Background: an optimization exercise with open tools, aiming at small area, a short achievable clock period and few clock cycles. Do not read the settings as production practice.
Only simulation tests tie the RTL to the original design; equivalence was not proved.
Power is estimated from default activity; no workload was simulated.

### flow/config.mk
export PLATFORM = sky130hd
export DESIGN_NAME = keyframe_linear_interpolator_unit
export DESIGN_NICKNAME = keyframe_linear_interpolator_unit
export VERILOG_FILES = /design/flow/design.v
export SDC_FILE = /design/flow/constraint.sdc
export NUM_CORES = 4
export LEC_CHECK = 0
export ABC_CLOCK_PERIOD_IN_PS = 2500
export CAP_MARGIN = 20
export CORE_MARGIN = 2
export CORE_UTILIZATION = 35
export PLACE_DENSITY = 0.5
export SETUP_SLACK_MARGIN = 5
export SLEW_MARGIN = 20
export SYNTH_MEMORY_MAX_BITS = 8192
### flow/constraint.sdc
create_clock -name core_clock -period 9.0 [get_ports {clk}]
set_input_delay 1.8000 -clock core_clock [delete_from_list [all_inputs] [get_ports {clk}]]
set_output_delay 1.8000 -clock core_clock [all_outputs]
set_load 0.01 [all_outputs]
### flow/design.v
`default_nettype none
package kfli_pkg;
	localparam int MAX_KEYS_DEF  = 64;
	localparam int FRAC_BITS_DEF = 16;
	localparam int TIME_W        = 32;
	localparam int POS_W         = 18;
	localparam logic [1:0] OP_CLEAR  = 2'd0;
	localparam logic [1:0] OP_APPEND = 2'd1;
	localparam logic [1:0] OP_QUERY  = 2'd2;
	typedef struct packed {
		logic [TIME_W-1:0] stamp;
		logic [POS_W-1:0]  x;
		logic [POS_W-1:0]  y;
	} key_t;
endpackage
`default_nettype wire
`default_nettype none
module kfli_cmp #(
	parameter int W = 32
) (
	input  wire logic [W-1:0] a,
	input  wire logic [W-1:0] b,
	output logic              ge
);
	localparam int LV = $clog2(W);
	localparam int WP = 1 << LV;
	logic [WP-1:0] g [LV+1];
	logic [WP-1:0] e [LV+1];
	for (genvar i = 0; i < WP; i++) begin : g_bit
		if (i < W) begin : g_in
			assign g[0][i] = a[i] & ~b[i];
			assign e[0][i] = ~(a[i] ^ b[i]);
		end else begin : g_pad
			assign g[0][i] = 1'b0;
			assign e[0][i] = 1'b1;
		end
	end
	for (genvar l = 0; l < LV; l++) begin : g_lvl
		for (genvar i = 0; i < (WP >> (l + 1)); i++) begin : g_grp
			assign g[l+1][i] = g[l][2*i+1] | (e[l][2*i+1] & g[l][2*i]);
			assign e[l+1][i] = e[l][2*i+1] & e[l][2*i];
		end
		for (genvar i = (WP >> (l + 1)); i < WP; i++) begin : g_unused
			assign g[l+1][i] = 1'b0;
			assign e[l+1][i] = 1'b0;
		end
	end
	assign ge = g[LV][0] | e[LV][0];
endmodule
`default_nettype wire
`default_nettype none
module kfli_div #(
	parameter int TW     = 32,
	parameter int SIDE_W = 1
) (
	input  wire logic              clk,
	input  wire logic              arst_n,
	input  wire logic              in_v,
	input  wire logic [TW-1:0]     num,
	input  wire logic [TW-1:0]     den,
	input  wire logic [SIDE_W-1:0] in_side,
	output logic                   out_v,
	output logic [15:0]            quo,
	output logic [26:0]            quo_enc,
	output logic [SIDE_W-1:0]      out_side
);
	localparam int NS = 9;
	function automatic logic [26:0] booth_enc(input logic [15:0] f);
		logic [18:0] fx;
		logic [26:0] e;
		fx = {2'b00, f, 1'b0};
		for (int j = 0; j < 9; j++) begin
			e[3*j]   = fx[2*j+1] ^ fx[2*j];
			e[3*j+1] = (fx[2*j+2] && !fx[2*j+1] && !fx[2*j]) || (!fx[2*j+2] && fx[2*j+1] && fx[2*j]);
			e[3*j+2] = fx[2*j+2] && !(fx[2*j+1] && fx[2*j]);
		end
		booth_enc = e;
	endfunction
	logic              v_s    [NS+1];
	logic [TW-1:0]     rem_s  [NS+1];
	logic [TW-1:0]     den_s  [NS+1];
	logic [TW+1:0]     den3_s [NS+1];
	logic [15:0]       q_s    [NS+1];
	logic [SIDE_W-1:0] side_s [NS+1];
	assign v_s[0]    = in_v;
	assign rem_s[0]  = num;
	assign den_s[0]  = den;
	assign den3_s[0] = '0;
	assign q_s[0]    = '0;
	assign side_s[0] = in_side;
	for (genvar k = 0; k < NS; k++) begin : g_st
		logic [TW-1:0] rem_n;
		logic [TW+1:0] den3_n;
		logic [15:0]   q_n;
		if (k == 0 || k == NS - 1) begin : g_r2
			logic [TW:0]   r2;
			logic [TW+1:0] c1;
			assign r2    = {rem_s[k], 1'b0};
			assign c1    = {1'b0, r2} - {2'b00, den_s[k]};
			assign rem_n = c1[TW+1] ? r2[TW-1:0] : c1[TW-1:0];
			assign q_n   = {q_s[k][14:0], !c1[TW+1]};
			if (k == 0) begin : g_d3
				assign den3_n = {2'b00, den_s[k]} + {1'b0, den_s[k], 1'b0};
			end else begin : g_keep
				assign den3_n = den3_s[k];
			end
		end else begin : g_r4
			logic [TW+1:0] r4;
			logic [TW+2:0] c1;
			logic [TW+2:0] c2;
			logic [TW+2:0] c3;
			logic          ge1, ge2, ge3;
			assign r4  = {rem_s[k], 2'b00};
			assign c1  = {1'b0, r4} - {3'b000, den_s[k]};
			assign c2  = {1'b0, r4} - {2'b00, den_s[k], 1'b0};
			assign c3  = {1'b0, r4} - {1'b0, den3_s[k]};
			assign ge1 = !c1[TW+2];
			assign ge2 = !c2[TW+2];
			assign ge3 = !c3[TW+2];
			assign rem_n  = ge3 ? c3[TW-1:0] : (ge2 ? c2[TW-1:0] : (ge1 ? c1[TW-1:0] : r4[TW-1:0]));
			assign q_n    = {q_s[k][13:0], ge2, ge3 | (ge1 & !ge2)};
			assign den3_n = den3_s[k];
		end
		logic              v_q;
		logic [TW-1:0]     rem_q;
		logic [TW-1:0]     den_q;
		logic [TW+1:0]     den3_q;
		logic [15:0]       q_q;
		logic [SIDE_W-1:0] side_q;
		always_ff @(posedge clk or negedge arst_n) begin
			if (!arst_n) begin
				v_q <= 1'b0;
			end else begin
				v_q <= v_s[k];
			end
		end
		always_ff @(posedge clk) begin
			rem_q  <= rem_n;
			den_q  <= den_s[k];
			den3_q <= den3_n;
			q_q    <= q_n;
			side_q <= side_s[k];
		end
		assign v_s[k+1]    = v_q;
		assign rem_s[k+1]  = rem_q;
		assign den_s[k+1]  = den_q;
		assign den3_s[k+1] = den3_q;
		assign q_s[k+1]    = q_q;
		assign side_s[k+1] = side_q;
		if (k == NS - 1) begin : g_enc
			logic [26:0] enc_q;
			always_ff @(posedge clk) begin
				enc_q <= booth_enc(q_n);
			end
			assign quo_enc = enc_q;
		end
	end
	assign out_v    = v_s[NS];
	assign quo      = q_s[NS];
	assign out_side = side_s[NS];
endmodule
`default_nettype wire
`default_nettype none
module kfli_mac #(
	parameter int AWD    = 19,
	parameter int FW     = 17,
	parameter int AW     = 34,
	parameter int SIDE_W = 1,
	parameter int CUT    = 0
) (
	input  wire logic              clk,
	input  wire logic              arst_n,
	input  wire logic              in_v,
	input  wire logic [AWD-1:0]    a,
	input  wire logic [3*((FW+2)/2)-1:0] f_enc,
	input  wire logic [AW-1:0]     add,
	input  wire logic [SIDE_W-1:0] in_side,
	output logic                   out_v,
	output logic [AW-1:0]          sum,
	output logic [SIDE_W-1:0]      out_side
);
	localparam int ND  = (FW + 2) / 2;         
	localparam int PW  = AWD + 2;              
	localparam int NOP = ND + 3;               
	localparam int LV  = 8;                    
	function automatic int lvl_count(input int n0, input int l);
		int n;
		n = n0;
		for (int i = 0; i < l; i++) begin
			if (n > 2) begin
				n = 2 * (n / 3) + (n % 3);
			end
		end
		lvl_count = n;
	endfunction
	function automatic logic [AW-1:0] k_const(input int nd);
		logic [AW-1:0] k;
		k = '0;
		for (int j = 0; j < nd; j++) begin
			if (2 * j + PW - 1 < AW) begin
				k = k - ({{(AW-1){1'b0}}, 1'b1} << (2 * j + PW - 1));
			end
		end
		k_const = k;
	endfunction
	localparam logic [AW-1:0] KCONST = k_const(ND);
	logic [AWD:0]  a2;
	logic [AW-1:0] ops0 [NOP];
	logic [AW-1:0] nbits;
	assign a2 = {a[AWD-1], a};
	for (genvar j = 0; j < ND; j++) begin : g_pp
		logic          neg, one, two;
		logic [PW-1:0] m;
		logic [PW:0]   a2x;
		assign one = f_enc[3*j];
		assign two = f_enc[3*j+1];
		assign neg = f_enc[3*j+2];
		assign a2x = {a2[AWD], a2};
		for (genvar i = 0; i < PW; i++) begin : g_bit
			if (i == 0) begin : g_lsb
				assign m[i] = (one && a2x[0]) ^ neg;
			end else begin : g_mid
				assign m[i] = ((one && a2x[i]) || (two && a2x[i-1])) ^ neg;
			end
		end
		for (genvar i = 0; i < AW; i++) begin : g_place
			if (i >= 2 * j && i < 2 * j + PW - 1) begin : g_in
				assign ops0[j][i] = m[i - 2*j];
			end else if (i == 2 * j + PW - 1) begin : g_sign
				assign ops0[j][i] = !m[PW-1];
			end else begin : g_out
				assign ops0[j][i] = 1'b0;
			end
		end
		for (genvar i = 2 * j; i < 2 * j + 2; i++) begin : g_neg
			if (i < AW) begin : g_in
				assign nbits[i] = (i == 2 * j) ? neg : 1'b0;
			end
		end
	end
	for (genvar i = 2 * ND; i < AW; i++) begin : g_nz
		assign nbits[i] = 1'b0;
	end
	assign ops0[ND]     = nbits;
	assign ops0[ND + 1] = KCONST;
	assign ops0[ND + 2] = add;
	logic              v_l    [LV+1];
	logic [SIDE_W-1:0] side_l [LV+1];
	logic [AW-1:0]     red    [LV+1][NOP];
	for (genvar i = 0; i < NOP; i++) begin : g_l0
		assign red[0][i] = ops0[i];
	end
	assign v_l[0]    = in_v;
	assign side_l[0] = in_side;
	for (genvar l = 0; l <= LV; l++) begin : g_lvl
		localparam int NC = lvl_count(NOP, l);
		localparam int NG = (NC > 2) ? NC / 3 : 0;
		logic [AW-1:0]     cur [NC];
		logic              v_c;
		logic [SIDE_W-1:0] side_c;
		if (l == CUT && CUT > 0) begin : g_reg
			logic [AW-1:0]     q [NC];
			logic              v_q;
			logic [SIDE_W-1:0] side_q;
			always_ff @(posedge clk or negedge arst_n) begin
				if (!arst_n) begin
					v_q <= 1'b0;
				end else begin
					v_q <= v_l[l];
				end
			end
			always_ff @(posedge clk) begin
				for (int i = 0; i < NC; i++) begin
					q[i] <= red[l][i];
				end
				side_q <= side_l[l];
			end
			for (genvar i = 0; i < NC; i++) begin : g_c
				assign cur[i] = q[i];
			end
			assign v_c    = v_q;
			assign side_c = side_q;
		end else begin : g_wire
			for (genvar i = 0; i < NC; i++) begin : g_c
				assign cur[i] = red[l][i];
			end
			assign v_c    = v_l[l];
			assign side_c = side_l[l];
		end
		if (l < LV) begin : g_next
			for (genvar g = 0; g < NG; g++) begin : g_fa
				assign red[l+1][2*g]   = cur[3*g] ^ cur[3*g+1] ^ cur[3*g+2];
				assign red[l+1][2*g+1] = ((cur[3*g] & cur[3*g+1]) | (cur[3*g] & cur[3*g+2]) |
					(cur[3*g+1] & cur[3*g+2])) << 1;
			end
			for (genvar i = 3 * NG; i < NC; i++) begin : g_pass
				assign red[l+1][i - NG] = cur[i];
			end
			for (genvar i = NC - NG; i < NOP; i++) begin : g_zero
				assign red[l+1][i] = '0;
			end
			assign v_l[l+1]    = v_c;
			assign side_l[l+1] = side_c;
		end else begin : g_out
			assign sum      = cur[0] + cur[1];
			assign out_v    = v_c;
			assign out_side = side_c;
		end
	end
endmodule
`default_nettype wire
`default_nettype none
module keyframe_linear_interpolator_unit #(
	parameter int MAX_KEYS  = kfli_pkg::MAX_KEYS_DEF,
	parameter int FRAC_BITS = kfli_pkg::FRAC_BITS_DEF
) (
	input  wire logic                                clk,
	input  wire logic                                arst_n,
	input  wire logic                                in_valid,
	output logic                                     in_ready,
	input  wire logic [1:0]                          op,
	input  wire logic [kfli_pkg::TIME_W-1:0]         stamp_ms,
	input  wire logic signed [kfli_pkg::POS_W-1:0]   pos_x,
	input  wire logic signed [kfli_pkg::POS_W-1:0]   pos_y,
	output logic                                     out_valid,
	input  wire logic                                out_ready,
	output logic                                     found,
	output logic signed [kfli_pkg::POS_W-1:0]        out_x,
	output logic signed [kfli_pkg::POS_W-1:0]        out_y
);
	localparam int N   = MAX_KEYS;         
	localparam int BS  = 8;                
	localparam int NB  = N / BS;           
	localparam int CW  = $clog2(N + 1);
	localparam int TW  = kfli_pkg::TIME_W;
	localparam int PSW = kfli_pkg::POS_W;
	localparam int DW  = PSW + 1;
	localparam int QB  = FRAC_BITS;
	localparam int KW  = TW + 2 * PSW;
	localparam int RW  = 1 + 2 * PSW;
	localparam int AW  = PSW + QB;         
	localparam int MAC_CUT = 4;            
	localparam int CAP  = 18;
	localparam int OCW  = $clog2(CAP + 1);
	localparam int FD   = CAP - 1;
	localparam int FAW  = (FD > 1) ? $clog2(FD) : 1;
	logic            in_ready_q;
	logic            r0_v;
	logic [1:0]      r0_op;
	logic [TW-1:0]   r0_t;
	logic [PSW-1:0]  r0_x;
	logic [PSW-1:0]  r0_y;
	assign in_ready = in_ready_q;
	logic            r0_app;
	logic            r0_clr;
	logic            r0_qry;
	always_ff @(posedge clk or negedge arst_n) begin
		if (!arst_n) begin
			r0_v   <= 1'b0;
			r0_app <= 1'b0;
			r0_clr <= 1'b0;
			r0_qry <= 1'b0;
		end else begin
			r0_v   <= in_valid && in_ready_q;
			r0_app <= in_valid && in_ready_q && (op == kfli_pkg::OP_APPEND);
			r0_clr <= in_valid && in_ready_q && (op == kfli_pkg::OP_CLEAR);
			r0_qry <= in_valid && in_ready_q && (op == kfli_pkg::OP_QUERY);
		end
	end
	always_ff @(posedge clk) begin
		r0_op <= op;
		r0_t  <= stamp_ms;
		r0_x  <= pos_x;
		r0_y  <= pos_y;
	end
	logic [CW-1:0]   count_q;
	logic [TW-1:0]   last_q;
	logic [TW-1:0]   mem_t [N];
	logic [PSW-1:0]  mem_x [N];
	logic [PSW-1:0]  mem_y [N];
	logic            t_ge_last;
	logic            app_ok;
	logic            wr;
	logic [NB-1:0]   blk_ge;
	logic [NB-1:0]   blk_oh;
	kfli_cmp #(.W(TW)) u_cmp_last (.a(r0_t), .b(last_q), .ge(t_ge_last));
	assign app_ok    = (count_q != CW'(N)) && ((count_q == '0) || t_ge_last);
	assign wr        = r0_app && app_ok;
	logic [N:0]      wptr_q;
	always_ff @(posedge clk or negedge arst_n) begin
		if (!arst_n) begin
			count_q <= '0;
			wptr_q  <= {{N{1'b0}}, 1'b1};
		end else if (r0_clr) begin
			count_q <= '0;
			wptr_q  <= {{N{1'b0}}, 1'b1};
		end else if (wr) begin
			count_q <= count_q + CW'(1);
			wptr_q  <= {wptr_q[N-1:0], 1'b0};
		end
	end
	always_ff @(posedge clk) begin
		if (wr) begin
			last_q <= r0_t;
		end
	end
	for (genvar i = 0; i < N; i++) begin : g_ent
		always_ff @(posedge clk) begin
			if (r0_app && wptr_q[i]) begin
				mem_t[i] <= r0_t;
				mem_x[i] <= r0_x;
				mem_y[i] <= r0_y;
			end
		end
	end
	for (genvar b = 0; b < NB; b++) begin : g_blk
		logic ge_t;
		kfli_cmp #(.W(TW)) u_cmp (.a(mem_t[BS*b+BS-1]), .b(r0_t), .ge(ge_t));
		assign blk_ge[b] = ge_t || (CW'(BS*b+BS-1) >= count_q);
		if (b == 0) begin : g_first
			assign blk_oh[b] = blk_ge[b];
		end else begin : g_next
			assign blk_oh[b] = blk_ge[b] && !blk_ge[b-1];
		end
	end
	logic            q1_v;
	logic [NB-1:0]   q1_boh;
	logic            q1_hi;
	logic            q1_empty;
	logic [CW-1:0]   q1_cnt;
	logic [TW-1:0]   q1_t;
	always_ff @(posedge clk or negedge arst_n) begin
		if (!arst_n) begin
			q1_v <= 1'b0;
		end else begin
			q1_v <= r0_qry;
		end
	end
	always_ff @(posedge clk) begin
		q1_boh   <= blk_oh;
		q1_hi    <= t_ge_last;
		q1_empty <= (count_q == '0);
		q1_cnt   <= count_q;
		q1_t     <= r0_t;
	end
	logic [TW-1:0]   bk_t [BS];
	logic [BS-1:0]   bk_ge;
	logic [BS-1:0]   bk_oh;
	logic [N-1:0]    past;      
	logic [NB:0]     n_boh;     
	logic [BS-1:0]   n_koh;     
	logic            q1_lo;
	logic [NB:0]     h_boh;
	logic [BS-1:0]   h_koh;
	logic [BS-1:0]   bk_past;
	logic [BS-1:0]   bk_cmp;
	always_comb begin
		for (int i = 0; i < N; i++) begin
			past[i] = (CW'(i) >= q1_cnt);
		end
		for (int k = 0; k < BS; k++) begin
			bk_t[k] = '0;
			bk_past[k] = 1'b0;
			for (int b = 0; b < NB; b++) begin
				bk_t[k] = bk_t[k] | ({TW{q1_boh[b]}} & mem_t[BS*b+k]);
				bk_past[k] = bk_past[k] | (q1_boh[b] && past[BS*b+k]);
			end
		end
	end
	for (genvar k = 0; k < BS; k++) begin : g_bk
		kfli_cmp #(.W(TW)) u_cmp (.a(bk_t[k]), .b(q1_t), .ge(bk_cmp[k]));
		assign bk_ge[k] = bk_past[k] || bk_cmp[k];
	end
	always_comb begin
		bk_oh[0] = bk_ge[0];
		for (int k = 1; k < BS; k++) begin
			bk_oh[k] = bk_ge[k] && !bk_ge[k-1];
		end
		for (int b = 0; b <= NB; b++) begin
			n_boh[b] = (q1_cnt[CW-1:3] == b[CW-4:0]);
		end
		for (int k = 0; k < BS; k++) begin
			n_koh[k] = (q1_cnt[2:0] == k[2:0]);
		end
		q1_lo = q1_boh[0] && bk_ge[0] && !q1_empty;
		if (q1_empty || (q1_hi && !q1_lo)) begin
			h_boh = n_boh;
			h_koh = n_koh;
		end else if (q1_lo) begin
			h_boh = {{NB{1'b0}}, 1'b1};
			h_koh = {{(BS-2){1'b0}}, 2'b10};
		end else begin
			h_boh = {1'b0, q1_boh};
			h_koh = bk_oh;
		end
	end
	logic            q2_v;
	logic [NB:0]     q2_boh;
	logic [BS-1:0]   q2_koh;
	logic            q2_clamp;
	logic            q2_found;
	logic [TW-1:0]   q2_t;
	always_ff @(posedge clk or negedge arst_n) begin
		if (!arst_n) begin
			q2_v <= 1'b0;
		end else begin
			q2_v <= q1_v;
		end
	end
	always_ff @(posedge clk) begin
		q2_boh   <= h_boh;
		q2_koh   <= h_koh;
		q2_clamp <= q1_empty || q1_lo || q1_hi;
		q2_found <= !q1_empty;
		q2_t     <= q1_t;
	end
	logic [N:0]      oh;       
	logic [N/2-1:0]  sel_e;
	logic [N/2-1:0]  sel_o;
	logic            h_odd;
	logic [KW-1:0]   bus_e;
	logic [KW-1:0]   bus_o;
	always_comb begin
		for (int i = 0; i < N; i++) begin
			oh[i] = q2_boh[i / BS] && q2_koh[i % BS];
		end
		oh[N] = q2_boh[NB] && q2_koh[0];
		h_odd = 1'b0;
		for (int k = 1; k < BS; k += 2) begin
			h_odd = h_odd || q2_koh[k];
		end
		for (int j = 0; j < N / 2; j++) begin
			sel_e[j] = oh[2*j] || oh[2*j+1];
			sel_o[j] = oh[2*j+1] || oh[2*j+2];
		end
		bus_e = '0;
		bus_o = '0;
		for (int j = 0; j < N / 2; j++) begin
			bus_e = bus_e | ({KW{sel_e[j]}} & {mem_t[2*j], mem_x[2*j], mem_y[2*j]});
			bus_o = bus_o | ({KW{sel_o[j]}} & {mem_t[2*j+1], mem_x[2*j+1], mem_y[2*j+1]});
		end
	end
	logic            q3_v;
	logic [KW-1:0]   q3_prv;
	logic [KW-1:0]   q3_nxt;
	logic            q3_clamp;
	logic            q3_found;
	logic [TW-1:0]   q3_t;
	always_ff @(posedge clk or negedge arst_n) begin
		if (!arst_n) begin
			q3_v <= 1'b0;
		end else begin
			q3_v <= q2_v;
		end
	end
	always_ff @(posedge clk) begin
		q3_prv   <= h_odd ? bus_e : bus_o;
		q3_nxt   <= h_odd ? bus_o : bus_e;
		q3_clamp <= q2_clamp;
		q3_found <= q2_found;
		q3_t     <= q2_t;
	end
	logic [TW-1:0]         s_p;
	logic [TW-1:0]         s_h;
	logic signed [PSW-1:0] x_p;
	logic signed [PSW-1:0] y_p;
	logic signed [PSW-1:0] x_h;
	logic signed [PSW-1:0] y_h;
	assign {s_p, x_p, y_p} = q3_prv;
	assign {s_h, x_h, y_h} = q3_nxt;
	localparam int SIDE_W = 1 + 2 * DW + 2 * PSW;
	logic                  at_h;
	assign at_h = (q3_t == s_h) && !q3_clamp;
	logic              d0_v;
	logic [TW-1:0]     d0_num;
	logic [TW-1:0]     d0_span;
	logic [SIDE_W-1:0] d0_side;
	always_ff @(posedge clk or negedge arst_n) begin
		if (!arst_n) begin
			d0_v <= 1'b0;
		end else begin
			d0_v <= q3_v;
		end
	end
	always_ff @(posedge clk) begin
		d0_num  <= q3_t - s_p;
		d0_span <= s_h - s_p;
		d0_side <= {q3_found,
			(q3_clamp || at_h) ? DW'(0) : (DW'(x_h) - DW'(x_p)),
			(q3_clamp || at_h) ? DW'(0) : (DW'(y_h) - DW'(y_p)),
			at_h ? x_h : x_p,
			at_h ? y_h : y_p};
	end
	logic              dv_v;
	logic [QB-1:0]     dv_q;
	logic [26:0]       dv_enc;
	logic [SIDE_W-1:0] dv_side;
	kfli_div #(
		.TW     (TW),
		.SIDE_W (SIDE_W)
	) u_div (
		.clk      (clk),
		.arst_n   (arst_n),
		.in_v     (d0_v),
		.num      (d0_num),
		.den      (d0_span),
		.in_side  (d0_side),
		.out_v    (dv_v),
		.quo      (dv_q),
		.quo_enc  (dv_enc),
		.out_side (dv_side)
	);
	logic                  m_found;
	logic signed [DW-1:0]  m_dx;
	logic signed [DW-1:0]  m_dy;
	logic signed [PSW-1:0] m_xp;
	logic signed [PSW-1:0] m_yp;
	assign {m_found, m_dx, m_dy, m_xp, m_yp} = dv_side;
	logic              mx_v;
	logic              mx_found;
	logic [AW-1:0]     acc_x;
	logic [AW-1:0]     acc_y;
	logic [RW-1:0]     res;
	kfli_mac #(
		.AWD    (DW),
		.FW     (QB),
		.AW     (AW),
		.SIDE_W (1),
		.CUT    (MAC_CUT)
	) u_mac_x (
		.clk      (clk),
		.arst_n   (arst_n),
		.in_v     (dv_v),
		.a        (m_dx),
		.f_enc    (dv_enc),
		.add      ({m_xp, {QB{m_dx[DW-1]}}}),
		.in_side  (m_found),
		.out_v    (mx_v),
		.sum      (acc_x),
		.out_side (mx_found)
	);
	kfli_mac #(
		.AWD    (DW),
		.FW     (QB),
		.AW     (AW),
		.SIDE_W (1),
		.CUT    (MAC_CUT)
	) u_mac_y (
		.clk      (clk),
		.arst_n   (arst_n),
		.in_v     (1'b0),
		.a        (m_dy),
		.f_enc    (dv_enc),
		.add      ({m_yp, {QB{m_dy[DW-1]}}}),
		.in_side  (1'b0),
		.out_v    (),
		.sum      (acc_y),
		.out_side ()
	);
	assign res = {mx_found, acc_x[AW-1:QB], acc_y[AW-1:QB]};
	logic           rv_v;
	logic [RW-1:0]  rv_res;
	always_ff @(posedge clk or negedge arst_n) begin
		if (!arst_n) begin
			rv_v <= 1'b0;
		end else begin
			rv_v <= mx_v;
		end
	end
	always_ff @(posedge clk) begin
		rv_res <= res;
	end
	logic              out_valid_q;
	logic [RW-1:0]     out_q;
	logic [RW-1:0]     fifo [FD];
	logic [FAW-1:0]    f_wr;
	logic [FAW-1:0]    f_rd;
	logic [OCW-1:0]    f_cnt;
	logic [OCW-1:0]    oc;
	logic              take;
	logic              head_free;
	logic              f_empty;
	logic              f_push;
	logic              f_pop;
	logic              acc_q;
	assign out_valid = out_valid_q;
	assign {found, out_x, out_y} = out_q;
	assign take      = out_valid_q && out_ready;
	assign head_free = !out_valid_q || out_ready;
	assign f_empty   = (f_cnt == '0);
	assign f_pop     = head_free && !f_empty;
	assign f_push    = rv_v && !(head_free && f_empty);
	assign acc_q     = in_valid && in_ready_q && (op == kfli_pkg::OP_QUERY);
	logic [OCW-1:0]    f_cnt_inc;
	logic [OCW-1:0]    f_cnt_dec;
	logic [OCW-1:0]    oc_inc;
	logic [OCW-1:0]    oc_dec;
	logic              rdy_if_take;
	logic              rdy_if_keep;
	assign f_cnt_inc   = f_cnt + OCW'(1);
	assign f_cnt_dec   = f_cnt - OCW'(1);
	assign oc_inc      = oc + OCW'(1);
	assign oc_dec      = oc - OCW'(1);
	assign rdy_if_take = (oc + OCW'(in_ready_q) - OCW'(1)) < OCW'(CAP);
	assign rdy_if_keep = (oc + OCW'(in_ready_q)) < OCW'(CAP);
	always_ff @(posedge clk or negedge arst_n) begin
		if (!arst_n) begin
			out_valid_q <= 1'b0;
			f_wr        <= '0;
			f_rd        <= '0;
			f_cnt       <= '0;
			oc          <= '0;
			in_ready_q  <= 1'b0;
		end else begin
			if (head_free) begin
				out_valid_q <= !f_empty || rv_v;
			end
			if (f_push) begin
				f_wr <= (f_wr == FAW'(FD - 1)) ? '0 : f_wr + FAW'(1);
			end
			if (f_pop) begin
				f_rd <= (f_rd == FAW'(FD - 1)) ? '0 : f_rd + FAW'(1);
			end
			if (f_push && !f_pop) begin
				f_cnt <= f_cnt_inc;
			end else if (f_pop && !f_push) begin
				f_cnt <= f_cnt_dec;
			end
			if (acc_q && !take) begin
				oc <= oc_inc;
			end else if (take && !acc_q) begin
				oc <= oc_dec;
			end
			in_ready_q <= take ? rdy_if_take : rdy_if_keep;
		end
	end
	always_ff @(posedge clk) begin
		if (head_free) begin
			out_q <= f_empty ? rv_res : fifo[f_rd];
		end
		if (rv_v) begin
			fifo[f_wr] <= rv_res;
		end
	end
endmodule
`default_nettype wire
### flow/run.sh
#!/bin/bash
# synth_recipe.tcl (not shown) runs the flow's synth.tcl, then flattens the netlist and writes it again
# the make line also repeats each setting of config.mk as NAME=value (left out here)
make -C /OpenROAD-flow-scripts/flow DESIGN_CONFIG=/design/flow/config.mk WORK_HOME=/design/flow/orfs CLKGATE_MAP_FILE= SYNTH_SCRIPT=/design/flow/synth_recipe.tcl finish
==> reports/qor.yml <==
routing:
  drt-initial-drc-count: 32200
  drt-total-wl_mm: 1280
  dr.pass1.iters: 9
  remaining_drc_errors: 0
  routedWlPerCell_um: 34.5
  vias: 226000
  avgViaCountPerCell: 6.06
  ant_nets: 0
power:
  p_leak_nw: 133
  combPwrFrac_pct: 43.6
  clkPwrFrac_pct: 23.6
  switching_power_w: 0.0540
  swShare_pct: 38.6
  peakVddDrop_mv: 0.292
  p_per_area_mw_per_mm2: 380
  p_int_w: 0.0860
  p_seq_share_pct: 32.8
place:
  hpwlAfterDp_mm: 772
  dp_cells: 35500
  portBuffers: 112
  place_congestion: 0.931
  dpl-instance-area_mm2: 0.338
final_layout:
  finalNetCount: 26300
  final_area_mm2: 0.369
  final_cells: 37200
  nFillCells: 84500
  syn2layout_area_growth_pct: 15.0
  drive_gt1_share_pct: 11.4
synth:
  yosysUniqueCellTypes: 118
  synth_seq_cells: 7367
  synth_simple_gate_area_share_pct: 5.96
  netlist_instances: 23800
  netlist.area_leader.share_pct: 47.3
  seq_area_frac_synth_pct: 62.0
  synthMuxAreaShare_pct: 2.59
  synth_edf_count: 5050
  synthFlopType: "edfxtp_1"
  synth_top_area_cell: "edfxtp_1"
  synth_xor_area_share_pct: 2.89
  syn-mean-instance-area_um2: 13.4
  synth_area_mm2: 0.321
  yosys-top-cells-area: "edfxtp_1 47%, dfxtp_1 14%, ha_1 6.3%, a22oi_1 6.1%, xnor2_1 2.2%"
  synth_top_family_by_area: "compound AO/OA/AOI/OAI gates"
  yosys_warnings: 34
  synth_compound_area_share_pct: 15.3
  yosys.area_share.adder_pct: 8.44
  synth_nets: 25900
  synth_async_sr_flop_share_pct: 1.51
clock_network:
  cts-root-buf: "clkbuf_16"
  path_clk_slew_ns: 0.07
  cts_buffers: 782
  htreeDepth: 6
  cts_sinks: 7367
  cts_buffer_depth: 4
  tritoncts: "done"
  cts_hold_buf: 0
  clk_latency_ns: 1.26
global_route:
  grt_max_degree: 127
  globalRouteTotalUtil_pct: 26.5
  grt-ovfl-total: 0
  grt_pass1_vias: 219000
  antenna_found_initial: 102
  grt_pass1_wl_mm: 1750
die:
  placementRows: 351
  die_h_um: 961
  core_mm2: 0.913
  fp.dieW_um: 961
  boundaryPins: 113
  initial_core_util_pct: 35.1
  dieArea_mm2: 0.923
critical_path:
  startpoint_type: "register"
  cp_slowest_cell: "nor2b_4"
  critical-path-top-delay-family: "simple AND/OR/NAND/NOR gates"
  cp.required_ns: 10.05
  crit_type: "register to register"
  end_kind: "register"
  critPathArrivalTime_ns: 5.29
  r2r_cells: 7
  crit_top_cell: "buf_4"
  cpPeakStageDelay_ns: 0.93
  crit_chain: "nor2b_4, buf_4, buf_4, a22oi_1, nand4_1, or3_1, mux2_2"
  path_buf_inv: 2
  path_depth: 7
  cp_max_fo: 23
timing:
  period_needed_ns: 4.24
  fin_tns_setup_ns: 0
  slew_headroom_pct: 20.7
  grt_setup_unrepaired: "yes"
  fin_skew_ns: 0.160
  setup_viol: 0
  min_period_over_period_pct: 47.1
  fmax_mhz: 236
  worst_pin_slew_ns: 1.19
  hold_viol_final: 0
  final_max_slew_viol_count: 0
run:
  drv_cap: 0
hold_path:
  holdPathStages: 0
  hold_path_class: "register to register"
run_status:
  status: "complete, no violations"
metrics by stage:
| step | setup WS [ns] | hold slack, ns | util, % | total power (W) |
|---|---|---|---|---|
| finish | 4.76 | 0.265 | 40.4 | 0.140 |
| global route | 4.89 | 0.275 | 40.3 | 0.149 |
| CTS | 4.82 | 0.273 | 40.2 | 0.139 |
| detailed placement | 3.58 | 0.312 | 37.0 | 0.105 |
| global placement | 2.52 | 0.310 | 37.0 | 0.105 |
| floorplan | 5.09 | 0.310 | - | 0.0876 |
what timing repair did:
item | 4_1_cts | 5_1_grt
gates cloned | 16 | 15
pin swaps | 15 | 52
setup endpoints to repair | 521 | 319
buffers inserted | 70 | 47
resized for setup | 255 | 195
cells in the mapped netlist (all sizes together), types with 177 or more instances:
master	n
nand2	649
fa	335
a22o	464
a221oi	462
dfxtp	2206
nor2b	194
buf	270
mux2i	177
a22oi	2620
xnor2	806
o21a	183
inv	1212
o21ai	744
ha	1624
a21oi	873
mux4	185
nand4	637
a21o	488
clkbuf	901
mux2	209
edfxtp	5050
nor3	188
xor2	251
nor2	720
nand3	453
path summary, 6_finish.rpt:
kind	slack, ns	end	startpoint
max	4.76	q3_prv[38]	q2_boh[2]
min	0.27	d0_side[74]	q3_found
max reg2reg	4.76	q3_prv[38]	q2_boh[2]
min reg2reg	0.27	d0_side[74]	q3_found
max in group asynchronous	7.22	wptr_q[36]	arst_n
min in group asynchronous	0.56	r0_qry	arst_n
layout by cell type (no fill, tap or decap), drive strengths merged, types with 177 or more instances in the layout:
master  count
xnor2     806
a22o      464
xor2      251
nor3      188
clkinv    275
a221oi    462
o21ai     744
nand3     453
edfxtp   5050
nand2     649
nor2      720
o21a      183
ha       1624
clkbuf   1064
mux4      185
a21o      488
fa        335
a22oi    2620
nand4     637
dfxtp    2206
inv      1240
a21oi     873
mux2i     177
mux2      209
buf       668
nor2b     194
logic make-up after synthesis:
logic type	after synthesis
DFF	7367
xor gates and xnor gates	1057
muxes	571
buffers and inverters	2385
adders and majority gates	1961
and+or+nand+nor	3667
AOI/OAI and AO/OA	6836
registers in the layout, indices dropped and copies added (netlist names), 64 cells and up:
| name | count |
|---|---|
| u_div.g_st.side_q | 675 |
| q3_nxt | 68 |
| mem_y | 1152 |
| wptr_q | 64 |
| u_div.g_st.den_q | 253 |
| mem_t | 2048 |
| q3_prv | 68 |
| fifo | 629 |
| u_mac_x.g_lvl.g_reg.q | 92 |
| u_div.g_st.q_q | 64 |
| u_div.g_st.den3_q | 234 |
| d0_side | 75 |
| u_div.g_st.rem_q | 256 |
| mem_x | 1152 |
| u_mac_y.g_lvl.g_reg.q | 92 |
cell type report:
cell class | count | area [um^2] | area share [%]
multi-input combinational | 14100 | 115000 | 31.2
timing repair buffer | 805 | 8330 | 2.26
tap | 12200 | 15200 | 4.13
sequential | 7367 | 199000 | 54.0
clock buffer | 1050 | 21600 | 5.86
inverter | 1214 | 4620 | 1.25
clock inverter | 411 | 4680 | 1.27
antenna | 116 | 290 | 0.0788
power by group through the flow:
stage / Sequential, W / Clock [W] / Combinational [W]
5_1_grt: 0.0464 / 0.0348 / 0.0681
3_3_place_gp: 0.0465 / 0 / 0.0582
3_5_place_dp: 0.0466 / 0 / 0.0588
6_report: 0.0459 / 0.0330 / 0.0610
2_1_floorplan: 0.0443 / 0 / 0.0433
4_1_cts: 0.0459 / 0.0335 / 0.0601
routing by layer:
layer	up-vias	global-route usage [%]	share of wire [%]
met4	60	13.6	6.4
li1	93700	-	-
met5	-	0	0.053
met2	14400	41.7	44
met1	114000	34.0	38
met3	3834	6.59	11
worst register-to-register path: stages (launching register included):
cell	delay [ns]
dfxtp_1	0.62
nor2b_4	0.93
buf_4	0.51
buf_4	0.76
a22oi_1	0.25
nand4_1	0.14
or3_1	0.58
mux2_2	0.30
Testbench counts, summed over its fixed seeds: cycles 4,382.

## re-timing with driven ports
The results above use ideal ports. As a check the final layout listed here was re-extracted and re-timed, cells and wires unchanged.
Step 1 sets driving cells, clkbuf_16 on the clock port and buf_2 on the other inputs (assumed; they add their load-dependent delay and slew).
Step 2 moves the port delays by t, midway between the first and last clock arrival at a register: inputs arrive t later, outputs are due t later. That takes back most of the time a late clock gives input paths.
a / b / c = ideal ports / drivers / drivers and shift; a / b = the first two.
shift t [ns]: 1.312
slack for setup (ns): 4.763 / 4.763 / 3.901
worst data-port slew with drivers (ns): 0.35
After both steps this run still meets setup and hold. The setup slack of this run moves by 0.000 ns with the drivers and by -0.862 ns with both steps.
